This design comes from an exercise in tuning for small area, a short achievable clock period and few clock cycles per item on the open sky130 flow, not from production work. In this exercise RTL edits were held to simulation tests only and were not proved equivalent to the original.

== exp/xenon ==
// hft_macd_engine_mc
module hft_macd_engine_mc #(
   parameter int N_CH            = 4,
   parameter int PRICE_W         = 32,
   parameter int FRAC_W          = 16,
   parameter int ALPHA_FAST      = 10181,
   parameter int ALPHA_SLOW      = 4854,
   parameter int ALPHA_SIG       = 13107,
   parameter int HYST            = 0,
   parameter int WARMUP_TICKS    = 26,
   parameter int STOP_LOSS_PTS   = 50,
   parameter int TAKE_PROFIT_PTS = 100
) (
   input  logic                              clk,
   input  logic                              reset,
   input  logic                              tick_valid,
   output logic                              tick_ready,
   input  logic [$clog2(N_CH)-1:0]           tick_ch,
   input  logic signed [PRICE_W-1:0]         tick_price,
   input  logic                              trade_en,
   output logic                              order_valid,
   input  logic                              order_ready,
   output logic [$clog2(N_CH)-1:0]           order_ch,
   output logic [1:0]                        order_side,
   output logic signed [PRICE_W-1:0]         order_price
);
Size: about 1200 flip-flops, roughly 0.10 mm2 of cells after synthesis.
make LEC_CHECK=0 ABC_AREA=1 CAP_MARGIN=60 CORE_MARGIN=2 CORE_UTILIZATION=60 SLEW_MARGIN=60 finish   # period 17.0 ns
run.sh (not shown) runs the stock make flow with config.mk's settings and CLKGATE_MAP_FILE= SYNTH_SCRIPT=/design/flow/synth_recipe.tcl, a recipe that flattens the netlist after the stock synthesis.
exp/xenon | stages: all done | timing, DRC, antenna: all pass
Testbench counts of exp/xenon, summed over its fixed seeds: cycles 24,032, ticks 24,000.
Here is what was changed in the inputs of exp/harbor compared with exp/xenon.
- a deleted ABC_AREA that had been 1
### Flow results
Looking at top layer reached by signal wires, the met4 result is from exp/harbor; the met5 one comes from exp/xenon. [diff] core box area, exp/harbor relative to exp/xenon: improvement. Compared with exp/xenon, exp/harbor shows fmax that has gone down by a few percent. Measured against exp/harbor, the global-route wire length before repair of exp/xenon comes out at 1.10 times the reference value. exp/harbor ended with more share of synthesized area occupied by flip-flops and latches than exp/xenon. Status: starting utilization of the core area parity (exp/harbor, exp/xenon). Result: PASS for each of exp/harbor and exp/xenon. exp/harbor against exp/xenon: worst setup slack has decreased; multi-input gate share of the layout cell area saw an increase.
Input changes introduced in exp/zinc (baseline for comparison: exp/harbor):
- CTS_BUF_LIST newly set to sky130_fd_sc_hd__clkbuf_4 sky130_fd_sc_hd__clkbuf_8
==> results.txt <==
- exp/zinc: no failed stages, no open violations at the end
- Diff exp/zinc..exp/harbor | total routing usage reported by global routing | negligible
- s1_q[25] as the timing startpoint of the critical path was reported by exp/zinc, and g3_q[15] by exp/harbor.
- In exp/zinc the final instance count without filler cells turned out 1.2% higher than in exp/harbor.
- [compare] base=exp/harbor new=exp/zinc: total wire length saw little to no change, finished layout cell area saw little to no change, wire length of the first global-routing pass saw little to no change, final antenna-violating net count saw little to no change, setup slack saw a decrease.
- When exp/zinc is measured against exp/harbor, its clock network latency to the later pin of the worst-skew pair turns out 160 ps higher.

---

## job 8971
Starting RTL as in the previous note.
==> flow/design.v (excerpt) <==
module hft_macd_engine_mc #(
   parameter int N_CH            = 4,
   parameter int PRICE_W         = 32,
   parameter int FRAC_W          = 16,
   parameter int ALPHA_FAST      = 10181,
   parameter int ALPHA_SLOW      = 4854,
   parameter int ALPHA_SIG       = 13107,
   parameter int HYST            = 0,
   parameter int WARMUP_TICKS    = 26,
   parameter int STOP_LOSS_PTS   = 50,
   parameter int TAKE_PROFIT_PTS = 100
) (
   input  logic                              clk,
   input  logic                              reset,
   input  logic                              tick_valid,
   output logic                              tick_ready,
   input  logic [$clog2(N_CH)-1:0]           tick_ch,
   input  logic signed [PRICE_W-1:0]         tick_price,
   input  logic                              trade_en,
   output logic                              order_valid,
   input  logic                              order_ready,
   output logic [$clog2(N_CH)-1:0]           order_ch,
   output logic [1:0]                        order_side,
   output logic signed [PRICE_W-1:0]         order_price
);
==> flow/config.mk <==
export PLATFORM = sky130hd
export DESIGN_NAME = hft_macd_engine_mc
export DESIGN_NICKNAME = hft_macd_engine_mc
export VERILOG_FILES = /design/flow/design.v
export SDC_FILE = /design/flow/constraint.sdc
export NUM_CORES = 4
export LEC_CHECK = 0
export CAP_MARGIN = 40
export CORE_MARGIN = 2
export CORE_UTILIZATION = 40
export SLEW_MARGIN = 40
==> flow/constraint.sdc <==
create_clock -name core_clock -period 17.0 [get_ports {clk}]
set_input_delay 3.4000 -clock core_clock [delete_from_list [all_inputs] [get_ports {clk}]]
set_output_delay 3.4000 -clock core_clock [all_outputs]
set_load 0.01 [all_outputs]
Job 8971 ended with every stage complete and zero timing, DRC or antenna violations.
Testbench counts of job 8971, summed over its fixed seeds: cycles 24,032, ticks 24,000.
diff inputs: job 8971 => job 291
-- flow/config.mk --
<<< job 8971, line 8
export CAP_MARGIN = 40
>>> job 291, line 8
export CAP_MARGIN = 60
<<< job 8971, line 11
export SLEW_MARGIN = 40
>>> job 291, line 11
export SLEW_MARGIN = 60
Findings:
- [compare] base=job 8971 new=job 291: final core utilization went up by 0.74 points; clock buffer count went up by about 6%.
- Changes observed in job 291 relative to job 8971: number of antenna violations at the first check in global routing now sits lower, starting DRC count in detailed routing saw an increase, number of flip-flops and latches about even.
For job 7099, these inputs were changed with respect to job 291:
-- flow/config.mk --
<<< job 291, line 8
>>> job 7099, line 8
export ABC_AREA = 1
==> comparison <==
Job 7099 against job 291: standard cell area after detailed placement went up by 2600 um^2, area of all placed cells without fillers went up by about 2.4%. Higher number of tap cells inserted goes to job 7099 over job 291. A last element of the critical path of g3_q[17] is what job 7099 shows, while g3_q[48] belongs to job 291. What job 7099 reported for post-detailed-route wirelength per cell has to be multiplied by 1.08 to get the figure for job 291. Post-cts sizing count of job 291 is on par with job 7099. On highest cell delay on the worst timing path, job 7099 tracks job 291 almost exactly.

---

## run 1
hft_macd_engine_mc again, from the RTL that the note above started with.
// hft_macd_engine_mc
module hft_macd_engine_mc #(
   parameter int N_CH            = 4,
   parameter int PRICE_W         = 32,
   parameter int FRAC_W          = 16,
   parameter int ALPHA_FAST      = 10181,
   parameter int ALPHA_SLOW      = 4854,
   parameter int ALPHA_SIG       = 13107,
   parameter int HYST            = 0,
   parameter int WARMUP_TICKS    = 26,
   parameter int STOP_LOSS_PTS   = 50,
   parameter int TAKE_PROFIT_PTS = 100
) (
   input  logic                              clk,
   input  logic                              reset,
   input  logic                              tick_valid,
   output logic                              tick_ready,
   input  logic [$clog2(N_CH)-1:0]           tick_ch,
   input  logic signed [PRICE_W-1:0]         tick_price,
   input  logic                              trade_en,
   output logic                              order_valid,
   input  logic                              order_ready,
   output logic [$clog2(N_CH)-1:0]           order_ch,
   output logic [1:0]                        order_side,
   output logic signed [PRICE_W-1:0]         order_price
);
  ...
export LEC_CHECK = 0
export ABC_CLOCK_PERIOD_IN_PS = 7000
export CAP_MARGIN = 60
export CORE_MARGIN = 2
export CORE_UTILIZATION = 40
export SLEW_MARGIN = 60
create_clock -name core_clock -period 17.0 [get_ports {clk}]
The flow did not stop early for run 1: all stages ran, and the layout cleared the timing, DRC and antenna checks.
Testbench counts of run 1, summed over its fixed seeds: cycles 24,032, ticks 24,000.
Here is what was changed in the inputs of run 2 compared with run 1.
# run 1
export LEC_CHECK = 0
export ABC_CLOCK_PERIOD_IN_PS = 7000
export CAP_MARGIN = 60
export CORE_MARGIN = 2
export CORE_UTILIZATION = 40
export SLEW_MARGIN = 60
create_clock -name core_clock -period 17.0 [get_ports {clk}]
# run 2
export LEC_CHECK = 0
export ABC_AREA = 1
export CAP_MARGIN = 60
export CORE_MARGIN = 2
export CORE_UTILIZATION = 60
export SLEW_MARGIN = 60
export SYNTH_HIERARCHICAL = 1
create_clock -name core_clock -period 17.0 [get_ports {clk}]
Results
Between run 2 and run 1, it is run 2 whose multi-input gate count is higher, by 50%. Both conditions hold for run 2: the flow ran to the end and the final layout passed the timing, DRC and antenna checks. Compare run 2 and run 1 | final cycle utilization of the critical path higher: run 1. Width of the chip was higher in the run labelled run 1.

static timing again, ports no longer ideal:
How much do the figures lean on ideal ports? The routed layouts below were timed once more, with nothing changed but the port constraints. Step 1 sets driving cells, clkbuf_16 on the clock port and buf_2 on the other inputs (assumed; they add their load-dependent delay and slew). Step 2 moves the port delays by t, midway between the first and last clock arrival at a register: inputs arrive t later, outputs are due t later. That takes back most of the time a late clock gives input paths. Slacks: ideal / step 1 / step 2; pairs: ideal / step 1.
run | t, ns | setup WS [ns] | hold slack, ns | clock arrival spread, ns | worst register clock-pin slew, ns
exp/xenon | 0.863 | 9.988 / 9.988 / 9.185 | 0.426 / 0.426 / 0.426 | 0.051 / 0.050 | 0.08 / 0.08
exp/harbor | 0.868 | 9.608 / 9.608 / 9.608 | 0.429 / 0.429 / 0.429 | 0.046 / 0.046 | 0.07 / 0.07
exp/zinc | 1.008 | 9.527 / 9.527 / 9.527 | 0.429 / 0.429 / 0.429 | 0.068 / 0.069 | 0.07 / 0.07
job 8971 | 0.857 | 9.216 / 9.216 / 9.216 | 0.423 / 0.423 / 0.423 | 0.057 / 0.057 | 0.07 / 0.07
job 291 | 0.847 | 9.452 / 9.452 / 9.452 | 0.416 / 0.416 / 0.416 | 0.039 / 0.039 | 0.07 / 0.07
job 7099 | 0.874 | 10.009 / 10.009 / 9.205 | 0.418 / 0.418 / 0.418 | 0.074 / 0.074 | 0.08 / 0.08
run 1 | 0.847 | 9.452 / 9.452 / 9.452 | 0.416 / 0.416 / 0.416 | 0.039 / 0.039 | 0.07 / 0.07
run 2 | 0.855 | 10.546 / 10.546 / 10.123 | 0.421 / 0.421 / 0.421 | 0.064 / 0.065 | 0.09 / 0.09
After both steps setup and hold are still met in every run listed. The setup slack of job 7099, which loses most, moves by 0.000 ns with the drivers and by -0.804 ns with both steps.
